From an optimization exercise on the open Yosys and OpenROAD flow, aimed at small area, a short achievable clock period and few clock cycles; shortcuts taken in it are not production practice.
Only simulation tests tie the RTL to the original design; equivalence was not proved.

`flow/run.sh`:
```
#!/bin/bash
# synth_recipe.tcl (not shown) runs the flow's synth.tcl, then flattens the netlist and writes it again
# the make line also repeats each setting of config.mk as NAME=value (left out here)
make -C /OpenROAD-flow-scripts/flow DESIGN_CONFIG=/design/flow/config.mk WORK_HOME=/design/flow/orfs CLKGATE_MAP_FILE= SYNTH_SCRIPT=/design/flow/synth_recipe.tcl finish
```
`flow/config.mk`:
```
export PLATFORM = sky130hd
export DESIGN_NAME = multichannel_period_tachometer
export DESIGN_NICKNAME = multichannel_period_tachometer
export VERILOG_FILES = /design/flow/design.v
export SDC_FILE = /design/flow/constraint.sdc
export NUM_CORES = 4
export LEC_CHECK = 0
export CAP_MARGIN = 20
export CORE_MARGIN = 2
export CORE_UTILIZATION = 40
export SLEW_MARGIN = 20
```
`flow/constraint.sdc`:
```
create_clock -name core_clock -period 8.0 [get_ports {i_clk}]
set_input_delay 1.6000 -clock core_clock [delete_from_list [all_inputs] [get_ports {i_clk}]]
set_output_delay 1.6000 -clock core_clock [all_outputs]
set_load 0.01 [all_outputs]
```
`flow/design.v`:
```
`timescale 1ns / 1ps
`default_nettype none
package mpt_pkg;
    localparam int OP_W      = 2;
    localparam int CHAN_W    = 2;
    localparam int CAPTURE_W = 16;
    localparam int NOW_W     = 32;
    localparam int NUM_W     = 20;
    localparam int WEIGHT_W  = 17;
    localparam int TIMEOUT_W = 16;
    localparam int CFG_IDX_W = 2;
    localparam int CFG_DAT_W = 20;
    localparam int OVF_W     = 8;
    localparam int PERIOD_W  = 25;
    localparam int FRAC_W    = 8;
    localparam int FREQ_W    = 28;
    localparam int DIVD_W    = NUM_W + FRAC_W + 1;
    localparam int DCNT_W    = $clog2(DIVD_W + 1);
    localparam logic [OVF_W-1:0]  OVF_MAX  = '1;
    localparam logic [FREQ_W-1:0] FREQ_MAX = '1;
    localparam logic [OP_W-1:0] OP_CAPTURE  = 2'd0;
    localparam logic [OP_W-1:0] OP_OVERFLOW = 2'd1;
    localparam logic [OP_W-1:0] OP_SAMPLE   = 2'd2;
    localparam logic [OP_W-1:0] OP_NOP      = 2'd3;
    localparam logic [CFG_IDX_W-1:0] REG_FREQ_NUM   = 2'd0;
    localparam logic [CFG_IDX_W-1:0] REG_OVF_WEIGHT = 2'd1;
    localparam logic [CFG_IDX_W-1:0] REG_TIMEOUT    = 2'd2;
    localparam logic [NUM_W-1:0]     RST_FREQ_NUM   = 20'd100000;
    localparam logic [WEIGHT_W-1:0]  RST_OVF_WEIGHT = 17'd65535;
    localparam logic [TIMEOUT_W-1:0] RST_TIMEOUT    = 16'd40;
endpackage
`default_nettype wire
`timescale 1ns / 1ps
`default_nettype none
module multichannel_period_tachometer #(
    parameter int NUM_CHANNELS = 4
) (
    input  wire                                i_clk,
    input  wire                                i_rst_n,
    input  wire                                i_in_valid,
    output logic                               o_in_stall,
    input  wire  [mpt_pkg::OP_W-1:0]           i_op,
    input  wire  [mpt_pkg::CHAN_W-1:0]         i_channel,
    input  wire  [mpt_pkg::CAPTURE_W-1:0]      i_capture_value,
    input  wire  [mpt_pkg::NOW_W-1:0]          i_now_ms,
    output logic                               o_out_valid,
    input  wire                                i_out_stall,
    output logic [mpt_pkg::CHAN_W-1:0]         o_out_channel,
    output logic [mpt_pkg::FREQ_W-1:0]         o_frequency_q8,
    output logic                               o_is_stale,
    output logic                               o_last,
    input  wire                                i_cfg_we,
    input  wire  [mpt_pkg::CFG_IDX_W-1:0]      i_cfg_index,
    input  wire  [mpt_pkg::CFG_DAT_W-1:0]      i_cfg_data
);
    localparam int CH_W = (NUM_CHANNELS > 1) ? $clog2(NUM_CHANNELS) : 1;
    localparam int PW   = mpt_pkg::PERIOD_W;
    localparam int DW   = mpt_pkg::DIVD_W;
    localparam logic [2:0] S_IDLE  = 3'd0;
    localparam logic [2:0] S_CAPT  = 3'd1;
    localparam logic [2:0] S_SCAN  = 3'd2;
    localparam logic [2:0] S_DIV   = 3'd3;
    localparam logic [2:0] S_FIN   = 3'd4;
    localparam logic [2:0] S_CHECK = 3'd5;
    localparam logic [2:0] S_EMIT  = 3'd6;
    logic [2:0] r_state;
    logic [mpt_pkg::NUM_W-1:0]     r_freq_num;
    logic [mpt_pkg::WEIGHT_W-1:0]  r_ovf_weight;
    logic [mpt_pkg::TIMEOUT_W-1:0] r_timeout;
    logic [mpt_pkg::CAPTURE_W-1:0] r_prev   [NUM_CHANNELS];
    logic [mpt_pkg::OVF_W-1:0]     r_ovf    [NUM_CHANNELS];
    logic [PW-1:0]                 r_period [NUM_CHANNELS];
    logic [NUM_CHANNELS-1:0]       r_fresh;
    logic [mpt_pkg::NOW_W-1:0]     r_stamp  [NUM_CHANNELS];
    logic [mpt_pkg::FREQ_W-1:0]    r_freq   [NUM_CHANNELS];
    logic [CH_W-1:0]               r_ch;
    logic [CH_W-1:0]               r_idx;
    logic [mpt_pkg::CAPTURE_W-1:0] r_cur;
    logic [mpt_pkg::NOW_W-1:0]     r_now;
    logic [PW-1:0]                 r_div;
    logic [PW-1:0]                 r_rem;
    logic [DW-1:0]                 r_quo;
    logic [mpt_pkg::DCNT_W-1:0]    r_cnt;
    logic                          r_out_valid;
    logic [mpt_pkg::CHAN_W-1:0]    r_out_channel;
    logic [mpt_pkg::FREQ_W-1:0]    r_out_freq;
    logic                          r_out_stale;
    logic                          r_out_last;
    logic                          in_acc;
    logic                          ch_ok;
    logic                          idx_last;
    logic [mpt_pkg::CAPTURE_W-1:0] prev_sel;
    logic [mpt_pkg::OVF_W-1:0]     ovf_sel;
    logic                          cap_take;
    logic [PW:0]                   cap_prod;
    logic [PW:0]                   cap_sum;
    logic [PW-1:0]                 n_period;
    logic [PW-1:0]                 per_sel;
    logic [DW-1:0]                 div_dividend;
    logic [PW:0]                   n_rem_sh;
    logic [PW:0]                   n_rem_sub;
    logic                          n_ge;
    logic [mpt_pkg::FREQ_W-1:0]    n_freq;
    logic [mpt_pkg::NOW_W-1:0]     age;
    logic                          n_stale;
    assign o_in_stall     = (r_state != S_IDLE);
    assign in_acc         = i_in_valid && !o_in_stall;
    assign ch_ok          = (int'(i_channel) < NUM_CHANNELS);
    assign idx_last       = (int'(r_idx) == NUM_CHANNELS - 1);
    assign o_out_valid    = r_out_valid;
    assign o_out_channel  = r_out_channel;
    assign o_frequency_q8 = r_out_freq;
    assign o_is_stale     = r_out_stale;
    assign o_last         = r_out_last;
    always_comb begin
        prev_sel = r_prev[r_ch];
        ovf_sel  = r_ovf[r_ch];
        cap_take = (prev_sel != '0) && (r_cur > prev_sel);
        cap_prod = (PW+1)'(r_ovf_weight) * (PW+1)'(ovf_sel);
        cap_sum  = cap_prod + (PW+1)'(r_cur - prev_sel);
        n_period = cap_sum[PW-1:0];
    end
    always_comb begin
        per_sel      = r_period[r_idx];
        div_dividend = DW'({r_freq_num, {mpt_pkg::FRAC_W{1'b0}}})
                     + DW'(per_sel >> 1);
        n_rem_sh     = {r_rem, r_quo[DW-1]};
        n_ge         = (n_rem_sh >= {1'b0, r_div});
        n_rem_sub    = n_rem_sh - {1'b0, r_div};
        n_freq       = r_quo[DW-1] ? mpt_pkg::FREQ_MAX : r_quo[mpt_pkg::FREQ_W-1:0];
    end
    always_comb begin
        age     = r_now - r_stamp[r_idx];
        n_stale = (age > mpt_pkg::NOW_W'(r_timeout));
    end
    always_ff @(posedge i_clk) begin
        if (!i_rst_n) begin
            r_state      <= S_IDLE;
            r_freq_num   <= mpt_pkg::RST_FREQ_NUM;
            r_ovf_weight <= mpt_pkg::RST_OVF_WEIGHT;
            r_timeout    <= mpt_pkg::RST_TIMEOUT;
            r_fresh      <= '0;
            r_out_valid  <= 1'b0;
            r_idx        <= '0;
            r_cnt        <= '0;
            for (int i = 0; i < NUM_CHANNELS; i++) begin
                r_prev[i]   <= '0;
                r_ovf[i]    <= '0;
                r_period[i] <= '0;
                r_stamp[i]  <= '0;
                r_freq[i]   <= '0;
            end
        end else begin
            if (i_cfg_we) begin
                unique case (i_cfg_index)
                    mpt_pkg::REG_FREQ_NUM:   r_freq_num   <= i_cfg_data[mpt_pkg::NUM_W-1:0];
                    mpt_pkg::REG_OVF_WEIGHT: r_ovf_weight <= i_cfg_data[mpt_pkg::WEIGHT_W-1:0];
                    mpt_pkg::REG_TIMEOUT:    r_timeout    <= i_cfg_data[mpt_pkg::TIMEOUT_W-1:0];
                    default: ;
                endcase
            end
            unique case (r_state)
                S_IDLE: begin
                    if (in_acc) begin
                        case (i_op)
                            mpt_pkg::OP_CAPTURE: begin
                                if (ch_ok) r_state <= S_CAPT;
                            end
                            mpt_pkg::OP_OVERFLOW: begin
                                for (int i = 0; i < NUM_CHANNELS; i++) begin
                                    if (r_ovf[i] != mpt_pkg::OVF_MAX)
                                        r_ovf[i] <= r_ovf[i] + 1'b1;
                                end
                            end
                            mpt_pkg::OP_SAMPLE: begin
                                r_idx   <= '0;
                                r_state <= S_SCAN;
                            end
                            default: ;
                        endcase
                    end
                end
                S_CAPT: begin
                    if (cap_take) begin
                        r_period[r_ch] <= n_period;
                        r_fresh[r_ch]  <= 1'b1;
                    end
                    r_prev[r_ch] <= r_cur;
                    r_ovf[r_ch]  <= '0;
                    r_state      <= S_IDLE;
                end
                S_SCAN: begin
                    if (r_fresh[r_idx]) begin
                        if (per_sel == '0) begin
                            r_freq[r_idx]  <= '0;
                            r_stamp[r_idx] <= r_now;
                            r_fresh[r_idx] <= 1'b0;
                            r_state        <= S_CHECK;
                        end else begin
                            r_cnt   <= mpt_pkg::DCNT_W'(DW);
                            r_state <= S_DIV;
                        end
                    end else begin
                        r_state <= S_CHECK;
                    end
                end
                S_DIV: begin
                    r_cnt <= r_cnt - 1'b1;
                    if (r_cnt == mpt_pkg::DCNT_W'(1)) r_state <= S_FIN;
                end
                S_FIN: begin
                    r_freq[r_idx]  <= n_freq;
                    r_stamp[r_idx] <= r_now;
                    r_fresh[r_idx] <= 1'b0;
                    r_state        <= S_CHECK;
                end
                S_CHECK: begin
                    if (n_stale) r_freq[r_idx] <= '0;
                    r_out_valid <= 1'b1;
                    r_state     <= S_EMIT;
                end
                S_EMIT: begin
                    if (!i_out_stall) begin
                        r_out_valid <= 1'b0;
                        if (idx_last) begin
                            r_state <= S_IDLE;
                        end else begin
                            r_idx   <= r_idx + 1'b1;
                            r_state <= S_SCAN;
                        end
                    end
                end
                default: r_state <= S_IDLE;
            endcase
        end
    end
    always_ff @(posedge i_clk) begin
        if (r_state == S_IDLE && in_acc) begin
            r_ch  <= CH_W'(i_channel);
            r_cur <= i_capture_value;
            r_now <= i_now_ms;
        end
        if (r_state == S_SCAN) begin
            r_div <= per_sel;
            r_rem <= '0;
            r_quo <= div_dividend;
        end else if (r_state == S_DIV) begin
            r_rem <= n_ge ? n_rem_sub[PW-1:0] : n_rem_sh[PW-1:0];
            r_quo <= {r_quo[DW-2:0], n_ge};
        end
        if (r_state == S_CHECK) begin
            r_out_channel <= mpt_pkg::CHAN_W'(r_idx);
            r_out_freq    <= n_stale ? '0 : r_freq[r_idx];
            r_out_stale   <= n_stale;
            r_out_last    <= idx_last;
        end
    end
endmodule
`default_nettype wire
```
==> results_dict.tcl <==
set metrics [dict create \
    slew_violations 0 \
    grt-ovfl-total 0 \
    port_buffers 112 \
    synth_area_sq_um 37050 \
    grt_setup_unrepaired "false" \
    hold_viol 0 \
    ios 113 \
    rows 111 \
    path_clk_slew_ps 60 \
    core_sq_um 91660 \
    yosys-top-cells-area "edfxtp_1 44%, dfxtp_1 7.0%, mux4_2 6.7%" \
    cp.required_ps 8370 \
    grt_use_total 0.1926 \
    grt_max_degree 70 \
    grt_pass1_wl_um 142600 \
    post_cts_buffers 0 \
    yosysUniqueCellTypes 78 \
    via_count 24531 \
    dieHeight_um 308.4 \
    detail_route.iter0.violations 1772 \
    outcome "no timing/DRC/antenna violations" \
    ant_nets 0 \
    max_slew_margin 0.3054 \
    dp_hpwl_um 63460 \
    cts_tree "done" \
    dieArea_sq_um 95080 \
    worstSetupStartpointType "flop" \
    cts_made_buffers 75 \
    synthFlopType "edfxtp_1" \
    ys_async_sr_fraction 0 \
    cts_sinks 669 \
    period_share 0.9232 \
    leakage_nw 16.39 \
    cts_hold_buf 0 \
    syn_nets 3649 \
    drcViolationCount 0 \
    criticalPathCategory "reg -> reg" \
    power_density_nw_per_um2 217.6 \
    finalSetupViolCount 0 \
    antenna_found_initial 3 \
    max_freq_mhz 135.4 \
    wirelength_um 90780 \
    cts_root_buf "clkbuf_16" \
    place_congestion 0.8862 \
    multi_input_area_sq_um 16520 \
    synth_top_area_share 0.4376 \
    clock_latency_ps 640 \
    crit_fanout 5 \
    h-tree-depth 3 \
    skew_ps 33.64 \
    hold_path.class "reg -> reg" \
    fin_setup_tns_ps 0 \
    seq_area_frac_synth 0.5073 \
    layout-drive-gt1-share 0.08803 \
    grt_pass1_vias 24689 \
    fin_nets 3737 \
    syn_inst 3294 \
    worst_slew_pin_slew_ps 1038 \
    synth_edf_count 540 \
    start_util 0.4042 \
    ctsResizeCount 0 \
    syn_to_final_growth_pct 13.29 \
    cts.path.max_buffers 3 \
    fill_cells 8423 \
    min_period_ps 7386 \
    yosysTopAreaCell "edfxtp_1" \
    dr.pass1.iters 5 \
    pre_cts_slack_ps 333.0 \
    cap_violations 0 \
    routedWlPerCell_um 19.61 \
    yosys_warnings 1 \
    worst-endpoint-arrival_ps 7750 \
    power.total_mw 9.135 \
    worst_slack_ps 614.1 \
    avgSynthCellArea_sq_um 11.25 \
    dieWidth_um 308.4 \
    via_per_inst 5.299 \
    ys_ff_latch 669 \
    end_kind "flop" \
    seqCellArea_sq_um 18810 \
    vdd_drop_max_uv 183.7 \
]
==> cell families (layout without fill, tap and decap cells) <==
logic type,Yosys count,after routing,synth area share
adders and majority gates,276,276,0.1169
xor gates and xnor gates,106,106,0.02506
AOI/OAI and AO/OA,454,454,0.07932
other,0,1,0
muxes,126,126,0.07129
and+or+nand+nor,1195,1195,0.1522
DFF,669,669,0.5073
buffers and inverters,468,616,0.04792
==> synthesized netlist by cell type, types with 8 or more instances <==
cell type / count
nand2b_1: 18
and3_1: 48
dfxtp_1: 129
nor4_1: 13
or3_1: 16
xor2_1: 53
buf_1: 29
mux4_2: 110
a21boi_0: 37
a31oi_1: 21
a21o_1: 35
mux2i_1: 13
clkbuf_1: 109
fa_1: 117
o2111ai_1: 9
nand2_1: 368
and2_1: 165
nor2b_1: 47
o211ai_1: 10
nor3_1: 33
xnor2_1: 53
ha_1: 159
inv_1: 319
o31ai_1: 8
nor2_1: 349
nand3_1: 69
nand4_1: 25
nand3b_1: 8
o21a_1: 23
edfxtp_1: 540
a32oi_1: 8
o21bai_1: 15
o21ai_0: 120
buf_2: 8
a21oi_1: 100
a211oi_1: 10
==> per-stage QoR <==
step,utilization,cell area [sq um],hold slack (ps),cells
finish,0.4579,41980,455.8,4629
CTS,0.4575,41940,460.1,4627
detailed placement,0.4305,39460,451.6,4490
floorplan,-,37050,430.8,3294
global route,0.4579,41970,490.9,4628
global placement,0.4305,39460,444.9,4490
==> final cells by class <==
class | instances | share of cell area
inverters | 319 | 0.02853
clock buffers | 93 | 0.04784
diodes | 1 | 0.00005961
well taps | 1186 | 0.03535
clock inverters | 44 | 0.01121
multi-input cells | 2157 | 0.3937
flip-flops and latches | 669 | 0.4480
repair buffers | 160 | 0.03535
==> metal layers <==
layer	vias up	global-route usage	part of all wire
li1	11708	-	-
met1	12088	0.2642	0.45
met2	615	0.3186	0.47
met3	118	0.03147	0.058
met4	2	0.04810	0.021
met5	-	0	0.00014
==> placed cells by master, fill, tap and decap left out, types with 23 or more instances in the layout <==
cell | Yosys | layout
xor2_1 | 53 | 53
o21a_1 | 23 | 23
nor3_1 | 33 | 33
clkbuf_16 | 0 | 76
buf_4 | 2 | 47
ha_1 | 159 | 159
mux4_2 | 110 | 110
nand3_1 | 69 | 69
o21ai_0 | 120 | 120
a21o_1 | 35 | 35
nand4_1 | 25 | 25
nor2b_1 | 47 | 47
nor2_1 | 349 | 348
fa_1 | 117 | 117
a21oi_1 | 100 | 98
edfxtp_1 | 540 | 540
a21boi_0 | 37 | 37
and3_1 | 48 | 48
xnor2_1 | 53 | 52
nand2_1 | 368 | 367
clkdlybuf4s50_1 | 0 | 111
and2_1 | 165 | 164
inv_1 | 319 | 318
dfxtp_1 | 129 | 125
==> sequential cells by signal (all words and copies together) (netlist names), 5 cells and up, named ones only <==
signal / cells
r_stamp: 128
r_freq: 112
r_period: 100
r_prev: 64
r_now: 32
r_ovf: 32
r_quo: 29
r_out_freq: 28
r_div: 25
r_rem: 25
r_freq_num: 20
r_ovf_weight: 17
r_cur: 16
r_timeout: 16
r_cnt: 5
==> worst max-delay path, stage by stage (launching register included) <==
cell,delay (ps)
dfxtp_1,330
buf_4,170
mux4_2,350
ha_1,170
inv_1,50
fa_1,400
a21o_1,180
a21oi_1,280
o21ai_0,140
o211a_1,150
nor4b_1,420
o31ai_1,160
a21oi_1,340
inv_1,210
fa_1,530
fa_1,530
fa_1,440
fa_1,540
inv_1,40
ha_1,350
nand3_1,120
o21ai_0,110
a211oi_1,320
nor3b_1,90
o21ai_0,230
nand2b_1,100
xnor2_1,300
nor2_1,80
==> final timing paths <==
path	from	to	slack, ps	cells past startpoint
min	r_fresh[1]$_SDFFE_PN0P_	r_fresh[1]$_SDFFE_PN0P_	460	2
max	flop	r_period[2][21]$_SDFFCE_PN0P_	610	27
min reg2reg	r_fresh[1]$_SDFFE_PN0P_	r_fresh[1]$_SDFFE_PN0P_	460	2
max reg2reg	flop	r_period[2][21]$_SDFFCE_PN0P_	610	27
==> report_power, final <==
part | switching [mW] | total, mW | internal [mW]
Combinational | 1.01 | 1.64 | 0.626
Clock | 1.44 | 3.50 | 2.05
Sequential | 0.0858 | 4.00 | 3.91
Total | 2.54 | 9.14 | 6.59
Testbench counts, summed over its fixed seeds: cycles 135,824.

==> afterwards: timing with drivers on the ports <==
The flow's constraints put no driver on any port. The routed layout listed below was extracted and timed again, unchanged, in two steps. Step 1: set_driving_cell puts a clkbuf_16 on i_clk and a buf_2 on each other input, an assumption about the parent block. Step 2 moves the port delays by t, midway between the first and last clock arrival at a register: inputs arrive t later, outputs are due t later. That takes back most of the time a late clock gives input paths. a / b / c = ideal / step 1 / step 2; a / b = the first two.
t, ns: 0.695
slack for setup (ns): 0.614 / 0.614 / 0.614
hold slack, ns: 0.456 / 0.456 / 0.456
clock arrival spread, ns: 0.034 / 0.034
worst register clock-pin slew, ns: 0.06 / 0.06
After both steps setup and hold are still met in this run. For this run, drivers alone change the setup slack by 0.000 ns; drivers and shift together by 0.000 ns.
